This is an optimization exercise on Yosys and OpenROAD, whose aim is small area and a short achievable clock period, not a production implementation.
Where RTL was checked, it was by simulation tests only, not by an equivalence proof against the original.
Power is estimated from default activity; no workload was simulated.

==> flow/design.v <==
`timescale 1ns/100ps
`default_nettype none
package snf_wdat_pkg;
    localparam int FLIT_DATA_W = 256;
    localparam int FLIT_BE_W   = 32;
    localparam int DATAID_W    = 2;
    localparam int TXNID_W     = 12;
    localparam int BEAT_W      = 128;
    localparam int BEAT_STRB_W = 16;
    localparam int LINE_W      = 2 * FLIT_DATA_W;
    localparam int LINE_STRB_W = 2 * FLIT_BE_W;
    localparam int BANKS       = LINE_W / BEAT_W;
    localparam int BANK_IDX_W  = $clog2(BANKS);
    localparam int SIZE_W = 3;
    localparam logic [SIZE_W-1:0] SIZE_LINE = 3'd6;
    typedef enum logic [3:0] {
        DAT_COPYBACK_WRDATA    = 4'h2,
        DAT_NONCOPYBACK_WRDATA = 4'h3,
        DAT_WRITEDATACANCEL    = 4'h7
    } dat_opcode_e;
endpackage
`default_nettype wire
`timescale 1ns/100ps
`default_nettype none
import snf_wdat_pkg::*;
module snf_wdat_top
#(
    parameter int NUM_ENTRIES = 4,
    localparam int IDX_W = $clog2(NUM_ENTRIES)
) (
    input  wire logic                   clk,
    input  wire logic                   rst,
    input  wire logic                   alloc_valid,
    input  wire logic [IDX_W-1:0]       alloc_idx,
    input  wire logic [5:0]             alloc_offset,
    input  wire logic [SIZE_W-1:0]      alloc_size,
    input  wire logic [BANK_IDX_W-1:0]  alloc_axlen,
    input  wire logic                   retire_valid,
    input  wire logic [IDX_W-1:0]       retire_idx,
    input  wire logic                   wr_start_valid,
    input  wire logic [IDX_W-1:0]       wr_start_idx,
    input  wire logic                   dat_valid,
    input  wire logic [TXNID_W-1:0]     dat_txnid,
    input  wire logic [3:0]             dat_opcode,
    input  wire logic [DATAID_W-1:0]    dat_dataid,
    input  wire logic [FLIT_BE_W-1:0]   dat_be,
    input  wire logic [FLIT_DATA_W-1:0] dat_data,
    output logic                        rxdat_ok,
    output logic      [IDX_W-1:0]       rxdat_ok_idx,
    output logic      [BEAT_W-1:0]      wdata,
    output logic      [BEAT_STRB_W-1:0] wstrb,
    output logic                        wlast,
    output logic                        wvalid,
    input  wire logic                   wready
);
    localparam int NE = NUM_ENTRIES;
    localparam int NS = NE * BANKS;
    logic [NE-1:0][1:0][FLIT_DATA_W-1:0] half_data;
    logic [NE-1:0][1:0][FLIT_BE_W-1:0]   half_strb;
    logic [NE-1:0][1:0]             half_vld;
    logic [NE-1:0]         line_size;    
    logic [NE-1:0]         got_one;      
    logic [NE-1:0][BANK_IDX_W-1:0] first_q;
    logic [NE-1:0][BANK_IDX_W-1:0] last_q;
    logic [NE-1:0]         single_q;     
    logic                  ok_q;
    logic [IDX_W-1:0]      ok_idx_q;
    logic [IDX_W-1:0]      dat_idx;
    logic                  flit_hi;
    logic                  merge_en;
    logic                  flit_done;
    assign dat_idx   = dat_txnid[IDX_W-1:0];
    assign flit_hi   = dat_dataid[1];
    assign merge_en  = dat_valid && (dat_opcode != DAT_WRITEDATACANCEL) && !dat_dataid[0];
    assign flit_done = !line_size[dat_idx] || got_one[dat_idx];
    logic [NE-1:0][1:0] half_load;    
    logic [NE-1:0][1:0] half_hit;     
    always_comb begin
        for (int i = 0; i < NE; i++) begin
            for (int h = 0; h < 2; h++) begin
                half_hit[i][h]  = dat_valid && dat_idx == IDX_W'(i) && flit_hi == h[0];
                half_load[i][h] = half_hit[i][h] && merge_en;
            end
        end
    end
    always_ff @(posedge clk) begin
        for (int i = 0; i < NE; i++) begin
            for (int h = 0; h < 2; h++) begin
                half_data[i][h] <= ({FLIT_DATA_W{half_load[i][h]}} & dat_data)
                                 | ({FLIT_DATA_W{!half_hit[i][h]}} & half_data[i][h]);
                half_strb[i][h] <= ({FLIT_BE_W{half_load[i][h]}} & dat_be)
                                 | ({FLIT_BE_W{!half_hit[i][h]}} & half_strb[i][h]);
            end
        end
    end
    always_ff @(posedge clk or posedge rst) begin
        if (rst) begin
            for (int i = 0; i < NE; i++) begin
                half_vld[i] <= '0;
                got_one[i]  <= 1'b0;
            end
        end else begin
            for (int i = 0; i < NE; i++) begin
                if (retire_valid && retire_idx == IDX_W'(i)) begin
                    half_vld[i] <= '0;
                end else if (merge_en && dat_idx == IDX_W'(i)) begin
                    half_vld[i][flit_hi] <= 1'b1;
                end
                if (dat_valid && dat_idx == IDX_W'(i)) begin
                    got_one[i] <= !flit_done;
                end
            end
        end
    end
    always_ff @(posedge clk) begin
        for (int i = 0; i < NE; i++) begin
            if (alloc_valid && alloc_idx == IDX_W'(i)) begin
                line_size[i] <= (alloc_size == SIZE_LINE);
                first_q[i]   <= alloc_offset[5:4] & ~alloc_axlen;
                last_q[i]    <= (alloc_offset[5:4] & ~alloc_axlen) + alloc_axlen;
                single_q[i]  <= (alloc_axlen == '0);
            end
        end
    end
    always_ff @(posedge clk or posedge rst) begin
        if (rst) begin
            ok_q <= 1'b0;
        end else begin
            ok_q <= dat_valid && flit_done;
        end
    end
    always_ff @(posedge clk) begin
        ok_idx_q <= dat_idx;
    end
    assign rxdat_ok     = ok_q;
    assign rxdat_ok_idx = ok_idx_q;
    logic [NE-1:0]            qv_q;
    logic [NE-1:0][IDX_W-1:0] qs_q;
    logic [BANK_IDX_W-1:0]    bank_q;
    logic                     wlast_q;    
    logic                     nlast_n_q;  
    logic [NS-1:0]            nxt_q;      
    logic                     empty_q;    
    logic                     only_q;     
    logic [BEAT_W-1:0]        wdata_q;
    logic [BEAT_STRB_W-1:0]   wstrb_q;
    logic                     v0, v1, v2;
    logic [IDX_W-1:0]         h, s1, s2;
    logic                     hl;         
    logic                     rdy, push;
    logic [IDX_W-1:0]         w;
    logic                     pop;
    logic                     hold;
    logic                     new_head;
    logic                     adv_last;   
    logic [NS-1:0]            bank_ok;    
    logic [NS-1:0]            fs;         
    logic [NS-1:0]            sec;        
    logic [NS-1:0]            adv1, adv2;
    logic [NS-1:0]            f_s1, f_s2, sec_s1;
    logic [NS-1:0]            a_hold, a_adv, a_pop, a_base;
    logic [NS-1:0]            f_w, sec_w;
    logic                     c_f, c_sec;
    logic [NS-1:0]            nsel;
    logic [NS-1:0]            nxt_next;
    logic [NE-1:0]            sh_v;
    logic [NE-1:0][IDX_W-1:0] sh_s;
    logic [NE-1:0]            nx_v;
    logic [NE-1:0][IDX_W-1:0] nx_s;
    logic [BANK_IDX_W-1:0]    nb;
    logic                     nlast;
    logic                     only_next;
    logic [BEAT_W-1:0]        nbeat;
    logic [BEAT_STRB_W-1:0]   nstrb;
    assign v0   = !empty_q;
    assign v1   = qv_q[1];
    assign v2   = qv_q[2];
    assign h    = qs_q[0];
    assign s1   = qs_q[1];
    assign s2   = qs_q[2];
    assign hl   = !nlast_n_q;
    assign rdy  = wready;
    assign push = wr_start_valid;
    assign w    = wr_start_idx;
    assign pop      = v0 && rdy && hl;
    assign hold     = v0 && !rdy;
    assign new_head = push && (empty_q || only_q);
    assign adv_last = ((bank_q + 1'b1) == last_q[h]);
    always_comb begin
        for (int s = 0; s < NS; s++) begin
            bank_ok[s] = half_vld[s / BANKS][(s % BANKS) / 2];
            fs[s]      = (first_q[s / BANKS] == BANK_IDX_W'(s % BANKS)) && bank_ok[s];
            sec[s]     = !single_q[s / BANKS]
                         && ((first_q[s / BANKS] + 1'b1) == BANK_IDX_W'(s % BANKS)) && bank_ok[s];
            adv1[s]    = (h == IDX_W'(s / BANKS)) && ((bank_q + 2'd1) == BANK_IDX_W'(s % BANKS))
                         && bank_ok[s];
            adv2[s]    = (h == IDX_W'(s / BANKS)) && ((bank_q + 2'd2) == BANK_IDX_W'(s % BANKS))
                         && bank_ok[s];
            f_s1[s]    = v1 && (s1 == IDX_W'(s / BANKS)) && fs[s];
            f_s2[s]    = v2 && (s2 == IDX_W'(s / BANKS)) && fs[s];
            sec_s1[s]  = v1 && (s1 == IDX_W'(s / BANKS)) && sec[s];
            f_w[s]     = (w == IDX_W'(s / BANKS)) && fs[s];
            sec_w[s]   = (w == IDX_W'(s / BANKS)) && sec[s];
        end
    end
    assign a_hold = hl ? f_s1 : adv1;
    assign a_adv  = adv_last ? f_s1 : adv2;
    assign a_pop  = single_q[s1] ? f_s2 : sec_s1;
    assign a_base = !v0 ? '0 : !rdy ? a_hold : hl ? a_pop : a_adv;
    always_comb begin
        if (!v0) begin
            c_f   = 1'b0;
            c_sec = 1'b1;
        end else if (!rdy) begin
            c_f   = hl && !v1;
            c_sec = 1'b0;
        end else if (!hl) begin
            c_f   = adv_last && !v1;
            c_sec = 1'b0;
        end else begin
            c_f   = v1 && single_q[s1] && !v2;
            c_sec = !v1;
        end
    end
    assign nxt_next = a_base | ({NS{push && c_f}} & f_w) | ({NS{push && c_sec}} & sec_w);
    assign nsel = nxt_q | ({NS{new_head}} & f_w);
    always_comb begin
        if (!v0) begin
            nb    = first_q[w];
            nlast = single_q[w];
        end else if (!rdy) begin
            nb    = bank_q;
            nlast = hl;
        end else if (!hl) begin
            nb    = bank_q + 1'b1;
            nlast = adv_last;
        end else if (v1) begin
            nb    = first_q[s1];
            nlast = single_q[s1];
        end else begin
            nb    = first_q[w];
            nlast = single_q[w];
        end
    end
    always_comb begin
        if (!v0) begin
            only_next = push && single_q[w];
        end else if (!rdy) begin
            only_next = hl && !v1 && !push;
        end else if (!hl) begin
            only_next = adv_last && !v1 && !push;
        end else if (v1) begin
            only_next = single_q[s1] && !v2 && !push;
        end else begin
            only_next = push && single_q[w];
        end
    end
    always_comb begin
        for (int k = 0; k < NE; k++) begin
            if (pop) begin
                sh_v[k] = (k + 1 < NE) ? qv_q[(k + 1) % NE] : 1'b0;
                sh_s[k] = qs_q[(k + 1) % NE];
            end else begin
                sh_v[k] = (k == 0) ? v0 : qv_q[k];
                sh_s[k] = qs_q[k];
            end
        end
        for (int k = 0; k < NE; k++) begin
            nx_v[k] = sh_v[k];
            nx_s[k] = sh_s[k];
            if (push && !sh_v[k] && (k == 0 || sh_v[(k + NE - 1) % NE])) begin
                nx_v[k] = 1'b1;
                nx_s[k] = w;
            end
        end
    end
    always_ff @(posedge clk or posedge rst) begin
        if (rst) begin
            qv_q    <= '0;
            empty_q <= 1'b1;
            only_q  <= 1'b0;
            nxt_q   <= '0;
        end else begin
            qv_q    <= nx_v;
            empty_q <= !nx_v[0];
            only_q  <= only_next;
            nxt_q   <= nxt_next;
        end
    end
    always_ff @(posedge clk) begin
        qs_q      <= nx_s;
        bank_q    <= nb;
        wlast_q   <= nlast;
        nlast_n_q <= !nlast;
        if (!hold) begin
            wdata_q <= nbeat;
            wstrb_q <= nstrb;
        end
    end
    always_comb begin
        nbeat = '0;
        nstrb = '0;
        for (int s = 0; s < NS; s++) begin
            nbeat = nbeat | ({BEAT_W{nsel[s]}}
                    & half_data[s / BANKS][(s % BANKS) / 2][((s % BANKS) % 2) * BEAT_W +: BEAT_W]);
            nstrb = nstrb | ({BEAT_STRB_W{nsel[s]}}
                    & half_strb[s / BANKS][(s % BANKS) / 2][((s % BANKS) % 2) * BEAT_STRB_W +: BEAT_STRB_W]);
        end
    end
    assign wdata  = wdata_q;
    assign wstrb  = wstrb_q;
    assign wvalid = qv_q[0];
    assign wlast  = wlast_q;
endmodule
`default_nettype wire
export LEC_CHECK = 0
export CAP_MARGIN = 50
export CORE_MARGIN = 2
export CORE_UTILIZATION = 40
export CTS_CLUSTER_DIAMETER = 60
export CTS_CLUSTER_SIZE = 30
export SETUP_SLACK_MARGIN = 4.0
export SLEW_MARGIN = 60
create_clock -name core_clock -period 7.0 [get_ports {clk}]
standard.sh (not shown) runs the stock make flow with config.mk's settings and CLKGATE_MAP_FILE= SYNTH_SCRIPT=/design/flow/synth_recipe.tcl, a recipe that flattens the netlist after the stock synthesis.
==> flow/flow/run.sh <==
#!/bin/bash
# Standard layout, with plain buffers on the ports in place of the
# default delay-cell buffers, and resizing not held to the same footprint.
set -euo pipefail
bash standard.sh "BUFFER_PORTS_ARGS=-buffer_cell sky130_fd_sc_hd__buf_2" MATCH_CELL_FOOTPRINT=0 finish > standard.log 2>&1
Edit:
--- a/flow/design.v
+++ b/flow/design.v
@@ -149,10 +149,11 @@
     logic                     hl;         
     logic                     rdy, push;
     logic [IDX_W-1:0]         w;
     logic                     pop;
     logic                     hold;
+    logic                     load_beat;
     logic                     new_head;
     logic                     adv_last;   
     logic [NS-1:0]            bank_ok;    
     logic [NS-1:0]            fs;         
     logic [NS-1:0]            sec;        
@@ -181,11 +182,12 @@
     assign hl   = !nlast_n_q;
     assign rdy  = wready;
     assign push = wr_start_valid;
     assign w    = wr_start_idx;
     assign pop      = v0 && rdy && hl;
-    assign hold     = v0 && !rdy;
+    assign hold      = v0 && !rdy;
+    assign load_beat = rdy || (push && empty_q);
     assign new_head = push && (empty_q || only_q);
     assign adv_last = ((bank_q + 1'b1) == last_q[h]);
     always_comb begin
         for (int s = 0; s < NS; s++) begin
             bank_ok[s] = half_vld[s / BANKS][(s % BANKS) / 2];
@@ -290,14 +292,12 @@
     always_ff @(posedge clk) begin
         qs_q      <= nx_s;
         bank_q    <= nb;
         wlast_q   <= nlast;
         nlast_n_q <= !nlast;
-        if (!hold) begin
-            wdata_q <= nbeat;
-            wstrb_q <= nstrb;
-        end
+        wdata_q <= ({BEAT_W{load_beat}} & nbeat) | ({BEAT_W{hold}} & wdata_q);
+        wstrb_q <= ({BEAT_STRB_W{load_beat}} & nstrb) | ({BEAT_STRB_W{hold}} & wstrb_q);
     end
     always_comb begin
         nbeat = '0;
         nstrb = '0;
         for (int s = 0; s < NS; s++) begin
Setup slack improves by 0.026 ns.
Final cell count went up by 3.4%.
Via count rises by 2.5%.
Clock-buffer cell count shrinks by 4.
Non-clock buffer count shrinks by 4.
Global-route usage came out higher by 0.19 points.
Routed wire length grows by 1.2%.
Final area drops by 0.45%.
Combinational power went up by 45%.
Clock skew shrinks by 0.036 ns.
Total power grows by 6.0%.
Core utilization is lower by 0.52 points.
Area after synthesis barely changes.
Register-to-register slack barely changes.
For the first run of this note, only the layout was checked, not whether the RTL still works.

re-timing with driven ports:
The flow's constraints put no driver on any port. The routed layouts listed below were extracted and timed again, unchanged, in two steps. Step 1 assumes that a clkbuf_16 drives the clock port and a buf_2 every other input. Step 2 also shifts input and output timing later by t, the mid clock arrival at the registers, as if the neighbouring blocks saw the same clock. a / b / c = ideal / step 1 / step 2; a / b = the first two.
| run | t, ns | setup WS [ns] | slew at the worst register clock pin (ns) | worst slew at a driven data input, ns | pins driven straight from the clock port |
|---|---|---|---|---|---|
| the first run | 0.943 | 3.897 / 3.803 / 3.122 | 0.11 / 0.11 | 0.22 | 1 |
| the second run | 0.936 | 3.923 / 3.960 / 3.042 | 0.11 / 0.11 | 0.27 | 1 |
After both steps every run listed still meets setup and hold. For the second run, which loses most, drivers alone change the setup slack by +0.037 ns; drivers and shift together by -0.881 ns.
